From an optimization exercise on the open Yosys and OpenROAD flow, aimed at small area; shortcuts taken in it are not production practice.
Only simulation tests tie the RTL to the original design; equivalence was not proved.
Power and IR drop assume default switching activity.

==> design.v <==
package pcie_cfg_pkg;
    typedef logic [63:0] cmd_word_t;     
    typedef logic [31:0] rsp_word_t;     
    typedef logic [15:0] word16_t;
    typedef logic [15:0] byte_addr_t;    
    typedef logic [31:0] dword_t;
    typedef logic [9:0]  dwaddr_t;       
    typedef logic [3:0]  byte_en_t;
    localparam logic [1:0] IDLE  = 2'd0;
    localparam logic [1:0] READ  = 2'd1;
    localparam logic [1:0] WRITE = 2'd2;
    localparam int CMD_BIT_RD      = 12;
    localparam int CMD_BIT_WR      = 13;
    localparam int ADDR_BIT_RW_MAP = 15;
    localparam int      RW_MAP_BITS = 256;
    localparam int      RO_MAP_BITS = 192;
    localparam logic [15:0] RW_MAGIC    = 16'h6745;
    localparam logic [15:0] RO_MAGIC    = 16'h2301;
    localparam logic [31:0]      CLEAR_INTERVAL_DEFAULT = 32'd62500;    
    localparam logic [63:0] DSN_DEFAULT            = 64'h0000000101000A35;
    localparam logic [3:0]     BYTE_EN_DEFAULT        = 4'hf;
    localparam int RW_POS_MAGIC           = 0;
    localparam int RW_POS_CFG_RD_EN       = 16;
    localparam int RW_POS_CFG_WR_EN       = 17;
    localparam int RW_POS_WAIT_COMPLETE   = 18;
    localparam int RW_POS_STATUS_CLEAR_EN = 19;
    localparam int RW_POS_BYTE_COUNT      = 32;
    localparam int RW_POS_DSN             = 64;
    localparam int RW_POS_MGMT_DI         = 128;
    localparam int RW_POS_MGMT_DWADDR     = 160;
    localparam int RW_POS_WR_READONLY     = 170;
    localparam int RW_POS_WR_RW1C         = 171;
    localparam int RW_POS_MGMT_BYTE_EN    = 172;
    localparam int RW_POS_CLEAR_INTERVAL  = 192;
    localparam int RO_POS_MAGIC       = 0;
    localparam int RO_POS_SPECIAL     = 16;
    localparam int RO_POS_BYTE_COUNT  = 32;
    localparam int RO_POS_FUNC_ID     = 64;
    localparam int RO_POS_LINK_STATUS = 80;
    localparam int RO_POS_MGMT_DO     = 96;
    localparam int RO_POS_READBACK    = 128;
    localparam int RO_POS_RB_DATA     = 160;
    localparam logic [31:0]   CLEAR_DI      = 32'hff000000;
    localparam logic [9:0]   CLEAR_DWADDR  = 10'd1;
    localparam logic [3:0]  CLEAR_BYTE_EN = 4'b1000;
endpackage
`timescale 1ns/1ps
module cfg_rw_next
#(
    parameter int W = 256
)
(
    input  logic [W-1:0] i_q,
    input  logic [W-1:0] i_sel_n,    
    input  logic [W-1:0] i_set_n,    
    input  logic [W-1:0] i_clr_n,    
    output logic [W-1:0] o_d
);
    assign o_d = ~(i_sel_n | i_set_n) | (i_q & (i_sel_n | i_clr_n));
endmodule
module cfg_ld_next
#(
    parameter int W = 46
)
(
    input  logic [W-1:0] i_q,
    input  logic         i_hold,
    input  logic [W-1:0] i_d,
    input  logic         i_load,
    output logic [W-1:0] o_d
);
    assign o_d = (i_q & {W{i_hold}}) | (i_d & {W{i_load}});
endmodule
`timescale 1ns/1ps
import pcie_cfg_pkg::*;
module cfg_rd_sel
(
    input  logic [RW_MAP_BITS-1:0] i_rw_map,
    input  logic                   i_mgmt_rd_en,
    input  logic                   i_mgmt_wr_en,
    input  logic [15:0]            i_func_id,
    input  logic [15:0]            i_link_status,
    input  logic [31:0]            i_mgmt_do,
    input  logic                   i_rb_valid,
    input  logic [9:0]             i_rb_dwaddr,
    input  logic [3:0]             i_rb_byte_en,
    input  logic [31:0]            i_rb_data,
    input  logic [15:0]            i_sel_e,         
    input  logic [15:0]            i_sel_o,         
    input  logic                   i_en_rw,         
    input  logic                   i_en_ro,         
    output logic [7:0]             o_even,
    output logic [7:0]             o_odd
);
    logic [RO_MAP_BITS-1:0] ro_map;
    assign ro_map[RO_POS_MAGIC +: 16]       = RO_MAGIC;
    assign ro_map[RO_POS_SPECIAL +: 16]     = {14'd0, i_mgmt_wr_en, i_mgmt_rd_en};
    assign ro_map[RO_POS_BYTE_COUNT +: 32]  = 32'(RO_MAP_BITS / 8);
    assign ro_map[RO_POS_FUNC_ID +: 16]     = i_func_id;
    assign ro_map[RO_POS_LINK_STATUS +: 16] = i_link_status;
    assign ro_map[RO_POS_MGMT_DO +: 32]     = i_mgmt_do;
    assign ro_map[RO_POS_READBACK +: 32]    = {16'd0, i_rb_byte_en, i_rb_valid, 1'b0, i_rb_dwaddr};
    assign ro_map[RO_POS_RB_DATA +: 32]     = i_rb_data;
    logic [7:0] rw_e, rw_o, ro_e, ro_o;
    always_comb
    begin
        rw_e = '0;
        rw_o = '0;
        ro_e = '0;
        ro_o = '0;
        for (int k = 0; k < 16; k++)
        begin
            rw_e = rw_e | (i_rw_map[16*k +: 8]     & {8{i_sel_e[k]}});
            rw_o = rw_o | (i_rw_map[16*k + 8 +: 8] & {8{i_sel_o[k]}});
        end
        for (int k = 0; k < 12; k++)
        begin
            ro_e = ro_e | (ro_map[16*k +: 8]     & {8{i_sel_e[k]}});
            ro_o = ro_o | (ro_map[16*k + 8 +: 8] & {8{i_sel_o[k]}});
        end
    end
    assign o_even = (rw_e & {8{i_en_rw}}) | (ro_e & {8{i_en_ro}});
    assign o_odd  = (rw_o & {8{i_en_rw}}) | (ro_o & {8{i_en_ro}});
endmodule
`timescale 1ns/1ps
module cfg_inc4
(
    input  logic [3:0] i_q,
    input  logic       i_cin,
    input  logic       i_clr,
    output logic [3:0] o_d,
    output logic       o_all1
);
    logic [4:0] c;
    assign c[0] = i_cin;
    for (genvar i = 0; i < 4; i++)
    begin : g_bit
        assign c[i+1] = c[i] & i_q[i];
    end
    assign o_d    = ~{4{i_clr}} & (i_q ^ c[3:0]);
    assign o_all1 = &i_q;
endmodule
module cfg_cmp4
(
    input  logic [3:0] i_a,
    input  logic [3:0] i_b,
    output logic       o_gt,
    output logic       o_ge
);
    logic [3:0] g, p;
    assign g = i_a & ~i_b;
    assign p = i_a | ~i_b;
    assign o_gt = g[3] | (p[3] & g[2]) | (p[3] & p[2] & g[1]) | (p[3] & p[2] & p[1] & g[0]);
    assign o_ge = o_gt | &p;
endmodule
module cfg_cnt_next
(
    input  logic        i_rst,
    input  logic        i_step,
    input  logic [31:0] i_count,
    input  logic [31:0] i_interval,
    output logic        o_load,
    output logic [31:0] o_count
);
    logic [7:0] gt, ge, all1;
    logic [8:0] c_ge;        
    logic [7:0] a_low;       
    logic       clr;
    for (genvar k = 0; k < 8; k++)
    begin : g_cmp
        cfg_cmp4 u_cmp (
            .i_a  (i_count[4*k +: 4]),
            .i_b  (i_interval[4*k +: 4]),
            .o_gt (gt[k]),
            .o_ge (ge[k])
        );
    end
    assign c_ge[0] = 1'b1;
    for (genvar k = 0; k < 8; k++)
    begin : g_chain
        assign c_ge[k+1] = gt[k] | (ge[k] & c_ge[k]);
    end
    assign o_load = i_step & c_ge[8];
    assign clr    = i_rst | o_load;
    assign a_low[0] = 1'b1;
    for (genvar k = 1; k < 8; k++)
    begin : g_all
        assign a_low[k] = a_low[k-1] & all1[k-1];
    end
    for (genvar k = 0; k < 8; k++)
    begin : g_inc
        cfg_inc4 u_inc (
            .i_q    (i_count[4*k +: 4]),
            .i_cin  (i_step & a_low[k]),
            .i_clr  (clr),
            .o_d    (o_count[4*k +: 4]),
            .o_all1 (all1[k])
        );
    end
endmodule
`timescale 1ns/1ps
import pcie_cfg_pkg::*;
module pcie_cfg_top
#(
    parameter logic [31:0] CLEAR_INTERVAL = CLEAR_INTERVAL_DEFAULT
)
(
    input  logic        clk_pcie,
    input  logic        rst,
    input  logic        i_cmd_valid,
    input  logic [63:0] i_cmd_data,
    input  logic        i_rsp_full,
    input  logic        i_mgmt_done,
    input  logic [31:0] i_mgmt_do,
    input  logic [15:0] i_func_id,
    input  logic [15:0] i_link_status,
    output logic        o_cmd_ready,
    output logic        o_rsp_valid,
    output logic [31:0] o_rsp_data,
    output logic        o_mgmt_rd_en,
    output logic        o_mgmt_wr_en,
    output logic [31:0] o_mgmt_di,
    output logic [9:0]  o_mgmt_dwaddr,
    output logic [3:0]  o_mgmt_byte_en,
    output logic        o_mgmt_wr_readonly,
    output logic        o_mgmt_wr_rw1c,
    output logic [63:0] o_dsn
);
    localparam logic [255:0] RW_RESET =
        (256'(RW_MAGIC)               << RW_POS_MAGIC) |
        (256'(32'(RW_MAP_BITS / 8))   << RW_POS_BYTE_COUNT) |
        (256'(DSN_DEFAULT)            << RW_POS_DSN) |
        (256'(BYTE_EN_DEFAULT)        << RW_POS_MGMT_BYTE_EN) |
        (256'(CLEAR_INTERVAL)         << RW_POS_CLEAR_INTERVAL);
    localparam logic [255:0] LOAD_MASK =
        (256'(32'hffffffff) << RW_POS_MGMT_DI) |
        (256'(16'hffff)     << RW_POS_MGMT_DWADDR) |
        (256'(1)            << RW_POS_CFG_WR_EN);
    localparam logic [255:0] LOAD_VAL =
        (256'(CLEAR_DI)      << RW_POS_MGMT_DI) |
        (256'(CLEAR_DWADDR)  << RW_POS_MGMT_DWADDR) |
        (256'(CLEAR_BYTE_EN) << RW_POS_MGMT_BYTE_EN) |
        (256'(1)             << RW_POS_CFG_WR_EN);
    logic [255:0] rw_map;
    logic         st_rd, st_wr;      
    logic         rb_valid;
    logic [9:0]   rb_dwaddr;
    logic [3:0]   rb_byte_en;
    logic [31:0]  rb_data;
    logic [31:0]  count;
    logic [15:0] addr;
    logic        in_map;             
    logic [3:0]  w;                  
    logic        a0;
    logic [4:0]  u;                  
    logic        start_rd, start_wr, wait_cmp, clear_en;
    logic        busy, pending, accept, rd_accept, wr_strobe;
    logic        clear_rd_start, clear_wr_start, idle, step, load;
    logic [7:0]  mask_lo, mask_hi, val_lo, val_hi;
    logic [7:0]  mask_e, mask_o, val_e, val_o;
    assign addr   = i_cmd_data[31:16];
    assign in_map = (addr[14:5] == 10'd0);
    assign a0     = addr[0];
    assign w      = addr[4:1];
    assign u      = {1'b0, w} + {4'd0, a0};
    assign start_rd = rw_map[RW_POS_CFG_RD_EN];
    assign start_wr = rw_map[RW_POS_CFG_WR_EN];
    assign wait_cmp = rw_map[RW_POS_WAIT_COMPLETE];
    assign clear_en = rw_map[RW_POS_STATUS_CLEAR_EN];
    assign busy        = st_rd | st_wr;
    assign pending     = start_rd | start_wr | busy;
    assign o_cmd_ready = ~i_rsp_full & ~(wait_cmp & pending);
    assign accept      = i_cmd_valid & o_cmd_ready;
    assign rd_accept   = accept & i_cmd_data[CMD_BIT_RD];
    assign wr_strobe   = accept & i_cmd_data[CMD_BIT_WR] & addr[ADDR_BIT_RW_MAP] & in_map;
    assign mask_lo = i_cmd_data[47:40];
    assign mask_hi = i_cmd_data[39:32];
    assign val_lo  = i_cmd_data[63:56];
    assign val_hi  = i_cmd_data[55:48];
    assign mask_e = a0 ? mask_hi : mask_lo;
    assign val_e  = a0 ? val_hi  : val_lo;
    assign mask_o = a0 ? mask_lo : mask_hi;
    assign val_o  = a0 ? val_lo  : val_hi;
    assign clear_rd_start = ~busy & start_rd;
    assign clear_wr_start = ~busy & ~start_rd & start_wr;
    assign o_mgmt_rd_en   = st_rd & ~i_mgmt_done;
    assign o_mgmt_wr_en   = st_wr & ~i_mgmt_done;
    always_ff @(posedge clk_pcie)
    begin
        if (rst)
        begin
            st_rd <= 1'b0;
            st_wr <= 1'b0;
        end
        else if (busy)
        begin
            if (i_mgmt_done)
            begin
                st_rd <= 1'b0;
                st_wr <= 1'b0;
            end
        end
        else
        begin
            st_rd <= start_rd;
            st_wr <= ~start_rd & start_wr;
        end
    end
    assign idle = ~accept & ~pending;
    assign step = clear_en & idle;
    logic [31:0] count_nxt;
    cfg_cnt_next u_cnt_next (
        .i_rst      (rst),
        .i_step     (step),
        .i_count    (count),
        .i_interval (rw_map[RW_POS_CLEAR_INTERVAL +: 32]),
        .o_load     (load),
        .o_count    (count_nxt)
    );
    always_ff @(posedge clk_pcie)
        count <= count_nxt;
    logic [31:0]  byte_sel;          
    logic [16:0]  u_oh;              
    logic [15:0]  w_oh;
    assign u_oh = 17'd1 << u;
    assign w_oh = 16'd1 << w;
    function automatic logic [31:0] interleave(input logic [15:0] e, input logic [15:0] o);
        for (int k = 0; k < 16; k++)
            interleave[2*k +: 2] = {o[k], e[k]};
    endfunction
    assign byte_sel = {32{wr_strobe}} & interleave(u_oh[15:0], w_oh);
    logic [255:0] rw_nxt;
    logic [31:0]  sel_r;             
    logic [255:0] set_v, clr_v;      
    assign sel_r = byte_sel | {32{rst}};
    assign set_v = rst ? RW_RESET  : ({16{mask_o, mask_e}} & {16{val_o, val_e}});
    assign clr_v = rst ? ~RW_RESET : ({16{mask_o, mask_e}} & ~{16{val_o, val_e}});
    logic [255:0] rw_cell, sel_n_v;
    function automatic logic [255:0] spread8(input logic [31:0] x);
        for (int b = 0; b < 32; b++)
            spread8[8*b +: 8] = {8{x[b]}};
    endfunction
    assign sel_n_v = ~spread8(sel_r);
    cfg_rw_next #(.W(256)) u_rw_next (
        .i_q     (rw_map),
        .i_sel_n (sel_n_v),
        .i_set_n (~set_v),
        .i_clr_n (~clr_v),
        .o_d     (rw_cell)
    );
    always_comb
    begin
        rw_nxt = rw_cell;
        if (~rst & clear_rd_start)
            rw_nxt[RW_POS_CFG_RD_EN] = 1'b0;
        if (~rst & clear_wr_start)
            rw_nxt[RW_POS_CFG_WR_EN] = 1'b0;
        if (~rst & load)
            rw_nxt = (rw_nxt & ~LOAD_MASK) | LOAD_VAL;
    end
    always_ff @(posedge clk_pcie)
        rw_map <= rw_nxt;
    assign o_dsn              = rw_map[RW_POS_DSN +: 64];
    assign o_mgmt_di          = rw_map[RW_POS_MGMT_DI +: 32];
    assign o_mgmt_dwaddr      = rw_map[RW_POS_MGMT_DWADDR +: 10];
    assign o_mgmt_wr_readonly = rw_map[RW_POS_WR_READONLY];
    assign o_mgmt_wr_rw1c     = rw_map[RW_POS_WR_RW1C];
    assign o_mgmt_byte_en     = rw_map[RW_POS_MGMT_BYTE_EN +: 4];
    logic        rb_hold, rb_load, rbv_hold, rbv_load;
    logic [46:0] rb_q, rb_in, rb_nxt;
    assign rb_load  = ~rst & busy & i_mgmt_done;
    assign rb_hold  = ~rst & ~(busy & i_mgmt_done);
    assign rbv_load = ~rst & busy;
    assign rbv_hold = ~rst & ~busy;
    assign rb_q     = {rb_valid, rb_dwaddr, rb_byte_en, rb_data};
    assign rb_in    = {i_mgmt_done, o_mgmt_dwaddr, o_mgmt_byte_en, i_mgmt_do};
    cfg_ld_next #(.W(46)) u_rb_next (
        .i_q    (rb_q[45:0]),
        .i_hold (rb_hold),
        .i_d    (rb_in[45:0]),
        .i_load (rb_load),
        .o_d    (rb_nxt[45:0])
    );
    cfg_ld_next #(.W(1)) u_rbv_next (
        .i_q    (rb_q[46]),
        .i_hold (rbv_hold),
        .i_d    (rb_in[46]),
        .i_load (rbv_load),
        .o_d    (rb_nxt[46])
    );
    always_ff @(posedge clk_pcie)
        {rb_valid, rb_dwaddr, rb_byte_en, rb_data} <= rb_nxt;
    logic [7:0]   rd_e, rd_o;
    cfg_rd_sel u_rd_sel (
        .i_rw_map      (rw_map),
        .i_mgmt_rd_en  (o_mgmt_rd_en),
        .i_mgmt_wr_en  (o_mgmt_wr_en),
        .i_func_id     (i_func_id),
        .i_link_status (i_link_status),
        .i_mgmt_do     (i_mgmt_do),
        .i_rb_valid    (rb_valid),
        .i_rb_dwaddr   (rb_dwaddr),
        .i_rb_byte_en  (rb_byte_en),
        .i_rb_data     (rb_data),
        .i_sel_e       (u_oh[15:0]),
        .i_sel_o       (w_oh),
        .i_en_rw       (in_map &  addr[ADDR_BIT_RW_MAP]),
        .i_en_ro       (in_map & ~addr[ADDR_BIT_RW_MAP]),
        .o_even        (rd_e),
        .o_odd         (rd_o)
    );
    always_ff @(posedge clk_pcie)
    begin
        if (rst)
            o_rsp_valid <= 1'b0;
        else
            o_rsp_valid <= rd_accept;
    end
    always_ff @(posedge clk_pcie)
    begin
        o_rsp_data[31:16] <= addr;
        o_rsp_data[15:8]  <= a0 ? rd_o : rd_e;
        o_rsp_data[7:0]   <= a0 ? rd_e : rd_o;
    end
endmodule
==> flow/run.sh <==
#!/bin/bash
# Standard layout, with the ports buffered by the smallest buffer and a lighter clock tree
set -o pipefail
cat >> config.mk <<'EOC'
export BUFFER_PORTS_ARGS = -buffer_cell sky130_fd_sc_hd__buf_1
export CTS_ARGS = -sink_clustering_enable -repair_clock_nets -dont_use_dummy_load -buf_list {sky130_fd_sc_hd__clkbuf_4} -sink_clustering_size 9 -sink_clustering_max_diameter 40
EOC
bash standard.sh > standard_run.log 2>&1
==> standard.sh <==
#!/bin/bash
# synth_recipe.tcl (not shown) runs the flow's synth.tcl, then flattens the netlist and writes it again
# the make line also repeats each setting of config.mk as NAME=value (left out here)
make -C /OpenROAD-flow-scripts/flow DESIGN_CONFIG=/design/flow/config.mk WORK_HOME=/design/flow/orfs CLKGATE_MAP_FILE= SYNTH_SCRIPT=/design/flow/synth_recipe.tcl "${@:-finish}"
==> config.mk <==
export PLATFORM = sky130hd
export DESIGN_NAME = pcie_cfg_top
export DESIGN_NICKNAME = pcie_cfg_top
export VERILOG_FILES = /design/flow/design.v
export SDC_FILE = /design/flow/constraint.sdc
export NUM_CORES = 4
export LEC_CHECK = 0
export CAP_MARGIN = 20
export CORE_AREA = 10 10 158 158
export DIE_AREA = 0 0 168 168
export PLACE_DENSITY = 0.85
export SLEW_MARGIN = 20
export SYNTH_HIERARCHICAL = 1
export BUFFER_PORTS_ARGS = -buffer_cell sky130_fd_sc_hd__buf_1
export CTS_ARGS = -sink_clustering_enable -repair_clock_nets -dont_use_dummy_load -buf_list {sky130_fd_sc_hd__clkbuf_4} -sink_clustering_size 9 -sink_clustering_max_diameter 40
==> constraint.sdc <==
create_clock -name core_clock -period 5.0 [get_ports {clk_pcie}]
set_input_delay 1.0000 -clock core_clock [delete_from_list [all_inputs] [get_ports {clk_pcie}]]
set_output_delay 1.0000 -clock core_clock [all_outputs]
set_load 0.01 [all_outputs]
==> impl_metrics.ini, run 1 <==
[outcome]
status = no timing/DRC/antenna violations

[placement]
gp_congestion = 1.04
placed_area_um2 = 17600
pre_cts_slack_ns = 0.824
port_buffers = 266
hpwl_mm = 40.8

[timing]
clock-skew-final_ns = 0.0778
slew_viol_final = 0
final-setup-viol-count = 0
clock.fmax_mhz = 284
tightest_slew_ns = 1.15
rsz0062_at_grt = false
slew_headroom = 0.236
period_needed_ns = 3.53
hold_viol_final = 0
setup_ws_ns = 1.47
period_share = 0.705
setup_tns_ns = 0

[worst_setup_path]
endpoint_kind = flop
ff2ff_path_depth = 9
cp.arrival_ns = 4.16
ff2ff_setup_slack_ns = 1.76
worstPathMaxFanout = 15
crit_type = input port to flop
reg2reg_from = rw_map[17]
cp-start-kind = input port
reg2reg_to = rw_map[168]
worstPathRequired_ns = 5.63

[drt]
drcViolationCount = 0
wl_per_cell_um = 24.4
drt-initial-drc-count = 2382
viasPerCell = 7.08
ant_nets = 0
routed_wl_mm = 57.0
drt_first_pass_iters = 8
vias = 16500

[yosys]
syn_area_per_cell_um2 = 9.10
syn_nets = 2036
syn-instance-count = 1877
syn_area_um2 = 17100
yosys_warnings = 8

[min_path]
hold_class = input port to flop
min_from = i_cmd_data[27]
hold_path_end = o_rsp_data[27]
min_path_cells = 1

[power_and_ir_drop]
vdd_drop_max_uv = 277
powerDensity_nw_per_um2 = 322
pwr-share-seq = 0.585
p_comb_frac = 0.167
p_switching_mw = 1.81
netSwitchingFraction = 0.311
p_int_mw = 4.01
p_leak_nw = 6.63
finalPower_mw = 5.82
clockPowerShare = 0.248

[die]
row_count = 54
start_util = 0.787
die_area_um2 = 28200
die_h_um = 168
fp.dieW_um = 168
boundaryPins = 281
core_um2 = 21700

[finish]
seqCellArea_um2 = 7410
drive_gt1_frac = 0.104
area_growth_pct = 5.78
final_cell_area_um2 = 18100
multi_input_area_um2 = 8460
fill_cells = 1391
fin_nets = 2208

[global_routing]
grt_max_degree = 100
grt_util_met2 = 0.602
track_usage = 0.377
gr-total-overflow = 0
met1_usage = 0.442
grt_pass1_vias = 15700
antenna_found_initial = 5
met3_usage = 0.0873
grt_pass1_wl_mm = 86.6
grt_busiest_layer = met2

[clock_tree]
h-tree-depth = 2
root_buffer = clkbuf_4
clk_pin_slew_worst_paths_ns = 0.09
ctsHoldBuffers = 0
clk_path_buf_depth = 3
postCtsSetupBuffers = 0
clk_latency_ns = 0.73
cts_resized = 0
tritoncts = done
cts_made_buffers = 52
clock-sinks = 370

[job]
maxCapViolations = 0
[area by class of cell]
type,count,share of cell area
timing repair buffer,317,0.0772
antenna,5,0.000693
clock buffer,52,0.0216
multi-input combinational,1295,0.468
inverter,13,0.00270
sequential,370,0.410
tap,280,0.0194
[through the flow]
stage | cells | hold WS [ns] | utilization
5_1_grt | 2332 | 0.429 | 0.833
4_1_cts | 2327 | 0.398 | 0.828
6_report | 2332 | 0.456 | 0.833
2_1_floorplan | 1877 | 0.439 | -
3_5_place_dp | 2275 | 0.460 | 0.810
3_3_place_gp | 2273 | 0.451 | 0.809
[flip-flops by register name (all words and copies together) (netlist names)]
register     count
count           32
rw_map         256
o_rsp_data      32
o_rsp_valid      1
rb_data         32
rb_byte_en       4
rb_valid         1
rb_dwaddr       10
st_rd            1
st_wr            1
[worst max-delay path: stages]
cell and delay, ns:
buf_1 0.59, or3b_2 0.51, o31a_1 0.17, nor2_1 0.73
buf_4 0.30, a22o_1 0.14, a221oi_1 0.08, nand4_1 0.29
a22o_1 0.19, mux2_2 0.16
[power by group through the flow]
stage	Combinational (mW)	Sequential, mW	Clock [mW]
final	0.974	3.40	1.44
after global placement	0.894	3.44	0
after detailed placement	0.935	3.46	0
after CTS	0.941	3.39	1.43
after floorplan	0.718	3.38	0
after global routing	1.05	3.42	1.54
[layout by cell type, fill, tap and decap left out, types with 8 or more instances in the layout]
cell	count
a21oi_1	15
a21oi_2	18
a221oi_1	62
a221oi_2	8
a222oi_1	9
a22o_1	127
a22oi_1	28
a31oi_1	20
and2_1	38
buf_1	264
buf_4	50
clkbuf_4	52
dfxtp_1	370
ha_1	26
inv_1	13
maj3_2	8
mux2_2	16
mux2i_1	10
nand2_1	30
nand2b_1	80
nand2b_4	8
nand3_1	41
nand4_1	17
nand4b_1	8
nor2_1	60
nor2b_1	36
o21ai_0	22
o21ai_1	513
or2b_2	8
xnor2_1	8
[metal layers]
layer,up-vias,wire (um)
met5,-,0
met4,0,4230
met3,292,6470
met2,1241,26300
met1,7626,20000
li1,7341,-
[worst max path at each step]
stage                   startpoint              to  slack, ns  depth (start not counted)
floorplan               i_rsp_full       count[11]       1.22                          7
global placement    i_cmd_data[17]     rw_map[160]       0.99                         10
detailed placement  i_cmd_data[16]     rw_map[160]       0.82                         10
CTS                 i_cmd_data[16]     rw_map[160]       1.54                         10
global route        i_cmd_data[20]  o_rsp_data[14]       1.32                         10
finish              i_cmd_data[20]  o_rsp_data[12]       1.47                         10
==> run 2, diff against run 1 <==
--- a/config.mk
+++ b/config.mk
@@ -6,9 +6,9 @@
 export NUM_CORES = 4
 export LEC_CHECK = 0
 export CAP_MARGIN = 20
-export CORE_AREA = 10 10 158 158
-export DIE_AREA = 0 0 168 168
-export PLACE_DENSITY = 0.85
+export CORE_AREA = 10 10 165 165
+export DIE_AREA = 0 0 175 175
+export PLACE_DENSITY = 0.8
 export SLEW_MARGIN = 20
 export SYNTH_HIERARCHICAL = 1
 export BUFFER_PORTS_ARGS = -buffer_cell sky130_fd_sc_hd__buf_1
==> run 2 against run 1 <==
Via count shrank 3.1%. Utilization shrank 6.4 points. Global-route usage shrank 3.4 points. Worst setup slack gained 0.039 ns. Count of clock-buffer cells in the layout shrank 2. Routed wire length shrank 2.3%. Largest power group unchanged. Final cell count grew 1.7%.
==> impl_metrics.ini, run 2 <==
[die]
core_um2 = 23500
die_area_um2 = 30600
boundaryPins = 281
start_util = 0.725
row_count = 56
fp.dieW_um = 175
die_h_um = 175

[power_and_ir_drop]
vdd_drop_max_uv = 283
p_comb_frac = 0.167
clockPowerShare = 0.245
p_int_mw = 3.99
p_switching_mw = 1.79
powerDensity_nw_per_um2 = 320
pwr-share-seq = 0.588
netSwitchingFraction = 0.310
p_leak_nw = 6.64

[drt]
wl_per_cell_um = 23.5
drt-initial-drc-count = 2119
route.met2.wl_mm = 25.5
drt_first_pass_iters = 8
top_layer = met4
drcViolationCount = 0
ant_nets = 0
wl_met1_mm = 20.6
met3_length_mm = 6.39
viasPerCell = 6.75
vias = 16000
routed_wl_mm = 55.7

[finish]
final_cell_mix = 513 x o21ai_1, 370 x dfxtp_1, 264 x buf_1
final_cell_area_um2 = 18100
drive_gt1_frac = 0.102
fin_util = 0.769
fin_nets = 2210
layout_commonest_cell = o21ai_1
layout.cells.non_filler = 2371
area_growth_pct = 5.98
top_register = rw_map
largest_register_ffs = 256

[worst_setup_path]
cp-start-kind = input port
path_delay_family = compound AO/OA/AOI/OAI gates
worstPathMaxFanout = 12
cp.arrival_ns = 4.07
worstPathRequired_ns = 5.58
ff2ff_path_depth = 9
ff2ff_setup_slack_ns = 1.83
slowest_delay_ns = 0.55
cp_num_cells = 11
crit_buf_inv = 2
cp_cell_sequence = clkbuf_2 > ha_1 > ha_1 > nand2b_1 > nor2_1 > buf_4 > a22o_1 > a221oi_1 > nand4_1 > a22o_1 > mux2_2
crit_slowest_cell = ha_1
endpoint_kind = flop
crit_type = input port to flop

[yosys]
syn-instance-count = 1877
yosys_warnings = 8
syn_nets = 2036
syn_area_um2 = 17100
syn_area_per_cell_um2 = 9.10

[timing]
rsz0062_at_grt = false
period_share = 0.697
hold_viol_final = 0
final-setup-viol-count = 0
tightest_slew_ns = 1.14
setup_ws_ns = 1.51
setup_tns_ns = 0
period_needed_ns = 3.49
clock.fmax_mhz = 287
clock-skew-final_ns = 0.0989
slew_viol_final = 0
slew_headroom = 0.237

[job]
maxCapViolations = 0

[placement]
gp_congestion = 0.965
dpl.cell_count = 2318
hpwl_mm = 40.0
placed_area_um2 = 17600
port_buffers = 266
pre_cts_slack_ns = 0.550

[global_routing]
antenna_found_initial = 3
gr-total-overflow = 0
track_usage = 0.343
grt_max_degree = 72
grt_pass1_vias = 15200
grt_pass1_wl_mm = 84.8

[clock_tree]
root_buffer = clkbuf_4
clock-sinks = 370
tritoncts = done
clk_path_buf_depth = 3
h-tree-depth = 2
cts_resized = 0
clk_pin_slew_worst_paths_ns = 0.10
ctsHoldBuffers = 0
cts_made_buffers = 50
clk_latency_ns = 0.74
postCtsSetupBuffers = 0

[min_path]
hold_class = input port to flop
min_path_cells = 1

[outcome]
status = no timing/DRC/antenna violations
## run 2: layout make-up
type	instances	area, um^2
Timing Repair Buffer	321	1420
Fill cell	1781	5450
Antenna cell	3	7.51
Clock buffer	50	375
Inverter	13	48.8
Sequential cell	370	7410
Multi-Input combinational cell	1295	8440
Tap cell	319	399
## run 2: worst paths after layout
path / start / endpoint
max: i_cmd_data[16] / o_rsp_data[2]
min: i_cmd_data[24] / o_rsp_data[24]
max reg2reg: rw_map[16] / rw_map[172]
min reg2reg: rw_map[61] / rw_map[61]
## run 2: power by group through the flow
stage / registers (mW) / clock network, mW / logic [mW]
6_report: 3.40 / 1.42 / 0.966
5_1_grt: 3.42 / 1.52 / 1.05
3_3_place_gp: 3.45 / 0 / 0.903
4_1_cts: 3.39 / 1.42 / 0.937
3_5_place_dp: 3.46 / 0 / 0.934
2_1_floorplan: 3.38 / 0 / 0.718
## run 2: metal layers
layer  track usage  vias to the layer above
met4         0.195                        0
met3        0.0864                      212
met1         0.410                     7412
met5             0                        -
met2         0.553                     1036
li1              -                     7334
## run 2: stage by stage
step / power, mW / hold slack [ns]
after global placement: 4.35 / 0.452
after detailed placement: 4.39 / 0.461
after global routing: 5.99 / 0.423
final: 5.78 / 0.447
after CTS: 5.74 / 0.410
after floorplan: 4.10 / 0.439
==> run 3, diff against run 2 <==
==> flow/run.sh (replaced) <==
#!/bin/bash
# Standard layout, with the ports buffered by the smallest buffer and a lighter clock tree
set -o pipefail
cat >> config.mk <<'EOC'
export BUFFER_PORTS_ARGS = -buffer_cell sky130_fd_sc_hd__buf_1
export CTS_ARGS = -sink_clustering_enable -repair_clock_nets -dont_use_dummy_load -buf_list {sky130_fd_sc_hd__clkbuf_4} -sink_clustering_size 11 -sink_clustering_max_diameter 32
EOC
bash standard.sh > standard_run.log 2>&1
--- a/config.mk
+++ b/config.mk
@@ -12,4 +12,4 @@
 export SLEW_MARGIN = 20
 export SYNTH_HIERARCHICAL = 1
 export BUFFER_PORTS_ARGS = -buffer_cell sky130_fd_sc_hd__buf_1
-export CTS_ARGS = -sink_clustering_enable -repair_clock_nets -dont_use_dummy_load -buf_list {sky130_fd_sc_hd__clkbuf_4} -sink_clustering_size 9 -sink_clustering_max_diameter 40
+export CTS_ARGS = -sink_clustering_enable -repair_clock_nets -dont_use_dummy_load -buf_list {sky130_fd_sc_hd__clkbuf_4} -sink_clustering_size 11 -sink_clustering_max_diameter 32
==> run 3 against run 2 <==
Still clean on timing, DRC and antenna. Routed wire length is essentially flat. Maximum frequency down 0.32%. Design area grew 0.29%. Global-route usage barely moved. Largest cell class unchanged. Largest power group unchanged.
==> impl_metrics.ini, run 3 <==
[clock_tree]
clk_latency_ns = 0.75
clk_pin_slew_worst_paths_ns = 0.11
tritoncts = done
postCtsSetupBuffers = 0
cts_made_buffers = 57
root_buffer = clkbuf_4
clock-sinks = 370
h-tree-depth = 2
clk_path_buf_depth = 3
ctsHoldBuffers = 0
cts_resized = 0

[power_and_ir_drop]
powerDensity_nw_per_um2 = 323
vdd_drop_max_uv = 251
p_leak_nw = 6.67
pwr-share-seq = 0.580
p_int_mw = 4.05
p_switching_mw = 1.80
netSwitchingFraction = 0.308
clockPowerShare = 0.255
p_comb_frac = 0.165

[outcome]
status = no timing/DRC/antenna violations

[placement]
pre_cts_slack_ns = 0.550
port_buffers = 266
hpwl_mm = 40.0
gp_congestion = 0.965

[die]
die_area_um2 = 30600
row_count = 56
core_um2 = 23500
fp.dieW_um = 175
start_util = 0.725
die_h_um = 175
boundaryPins = 281

[drt]
top_layer = met4
met3_length_mm = 6.76
drt-initial-drc-count = 2211
drt_first_pass_iters = 6
drcViolationCount = 0
vias = 16100
wl_met1_mm = 20.3
viasPerCell = 6.76
route.met2.wl_mm = 25.1
routed_wl_mm = 55.6
ant_nets = 0
wl_per_cell_um = 23.4

[global_routing]
grt_pass1_vias = 15300
gr-total-overflow = 0
antenna_found_initial = 3
grt_max_degree = 72
track_usage = 0.343
grt_pass1_wl_mm = 84.8

[worst_setup_path]
cp.arrival_ns = 4.09
cp-start-kind = input port
worstPathRequired_ns = 5.59
crit_type = input port to flop
worstPathMaxFanout = 12
endpoint_kind = flop
ff2ff_setup_slack_ns = 1.92

[timing]
setup_tns_ns = 0
setup_ws_ns = 1.50
period_share = 0.700
slew_headroom = 0.240
slew_viol_final = 0
clock.fmax_mhz = 286
rsz0062_at_grt = false
hold_viol_final = 0
period_needed_ns = 3.50
tightest_slew_ns = 1.14
clock-skew-final_ns = 0.102
final-setup-viol-count = 0
hold_slack_ns = 0.417

[finish]
drive_gt1_frac = 0.106
area_growth_pct = 6.29
fin_nets = 2217
multi_input_area_um2 = 8440
final_cell_mix = 513 x o21ai_1, 370 x dfxtp_1, 264 x buf_1
seqCellArea_um2 = 7410
layout_commonest_cell = o21ai_1
largest_register_ffs = 256
top_register = rw_map
fill_cells = 1792

[yosys]
syn_nets = 2036
syn_area_per_cell_um2 = 9.10
yosys_warnings = 8
syn_area_um2 = 17100
syn-instance-count = 1877

[min_path]
hold_class = input port to flop

[job]
maxCapViolations = 0
-- run 3: path summary, 6_finish.rpt --
path,startpoint,to,cells after the start
worst max-delay path,i_cmd_data[16],o_rsp_data[2],11
worst min-delay path,i_cmd_data[29],o_rsp_data[29],1
worst max register to register,rw_map[16],rw_map[138],9
worst min register to register,rw_map[5],rw_map[5],2
-- run 3: metal layers --
layer  vias up  global-route usage
li1       7346                   -
met4         0               0.205
met3       227              0.0951
met1      7403               0.410
met5         -                   0
met2      1103               0.543
-- run 3: layout make-up --
type	instances	share of cell area
repair buffers	321	0.0780
well taps	319	0.0220
diodes	3	0.000414
flip-flops and latches	370	0.408
clock buffers	57	0.0236
inverters	13	0.00269
multi-input cells	1295	0.465
-- run 3: worst max-delay path: stages --
cell,delay [ns]
clkbuf_2,0.11
ha_1,0.27
ha_1,0.56
nand2b_1,0.23
nor2_1,0.23
buf_4,0.25
a22o_1,0.21
a221oi_1,0.51
nand4_1,0.21
a22o_1,0.25
mux2_2,0.27
-- run 3: power groups by stage --
stage | Clock [mW] | Combinational [mW] | Sequential [mW]
2_1_floorplan | 0 | 0.718 | 3.38
3_3_place_gp | 0 | 0.903 | 3.45
3_5_place_dp | 0 | 0.934 | 3.46
4_1_cts | 1.49 | 0.939 | 3.39
5_1_grt | 1.61 | 1.05 | 3.42
6_report | 1.49 | 0.968 | 3.40
-- run 3: per-stage QoR --
step           cell area, um^2  power, mW  std cells  utilization
6_report                 18100       5.86       2378        0.771
5_1_grt                  18100       6.08       2378        0.771
4_1_cts                  18100       5.81       2375        0.768
3_5_place_dp             17600       4.39       2318        0.750
3_3_place_gp             17600       4.35       2318        0.749
2_1_floorplan            17100       4.10       1877            -

-- re-timing with driven ports --
How much do the figures lean on ideal ports? The routed layouts below were timed once more, with nothing changed but the port constraints.
Step 1 assumes that a clkbuf_16 drives the clock port and a buf_2 every other input.
Step 2 moves the port delays by t, midway between the first and last clock arrival at a register: inputs arrive t later, outputs are due t later. That takes back most of the time a late clock gives input paths.
a / b / c = no drivers / after step 1 / after step 2; a / b = the first two.
| run | shift t [ns] | setup WS [ns] | worst hold slack (ns) | worst setup path after step 2 |
|---|---|---|---|---|
| run 1 | 0.744 | 1.474 / 1.485 / 0.741 | 0.456 / 0.433 / 0.479 | input to register |
| run 2 | 0.736 | 1.513 / 1.526 / 0.791 | 0.447 / 0.432 / 0.477 | input to register |
| run 3 | 0.744 | 1.501 / 1.517 / 0.773 | 0.417 / 0.400 / 0.476 | input to register |
After both steps every run listed still meets setup and hold. For run 1, which loses most, drivers alone change the setup slack by +0.011 ns; drivers and shift together by -0.733 ns.
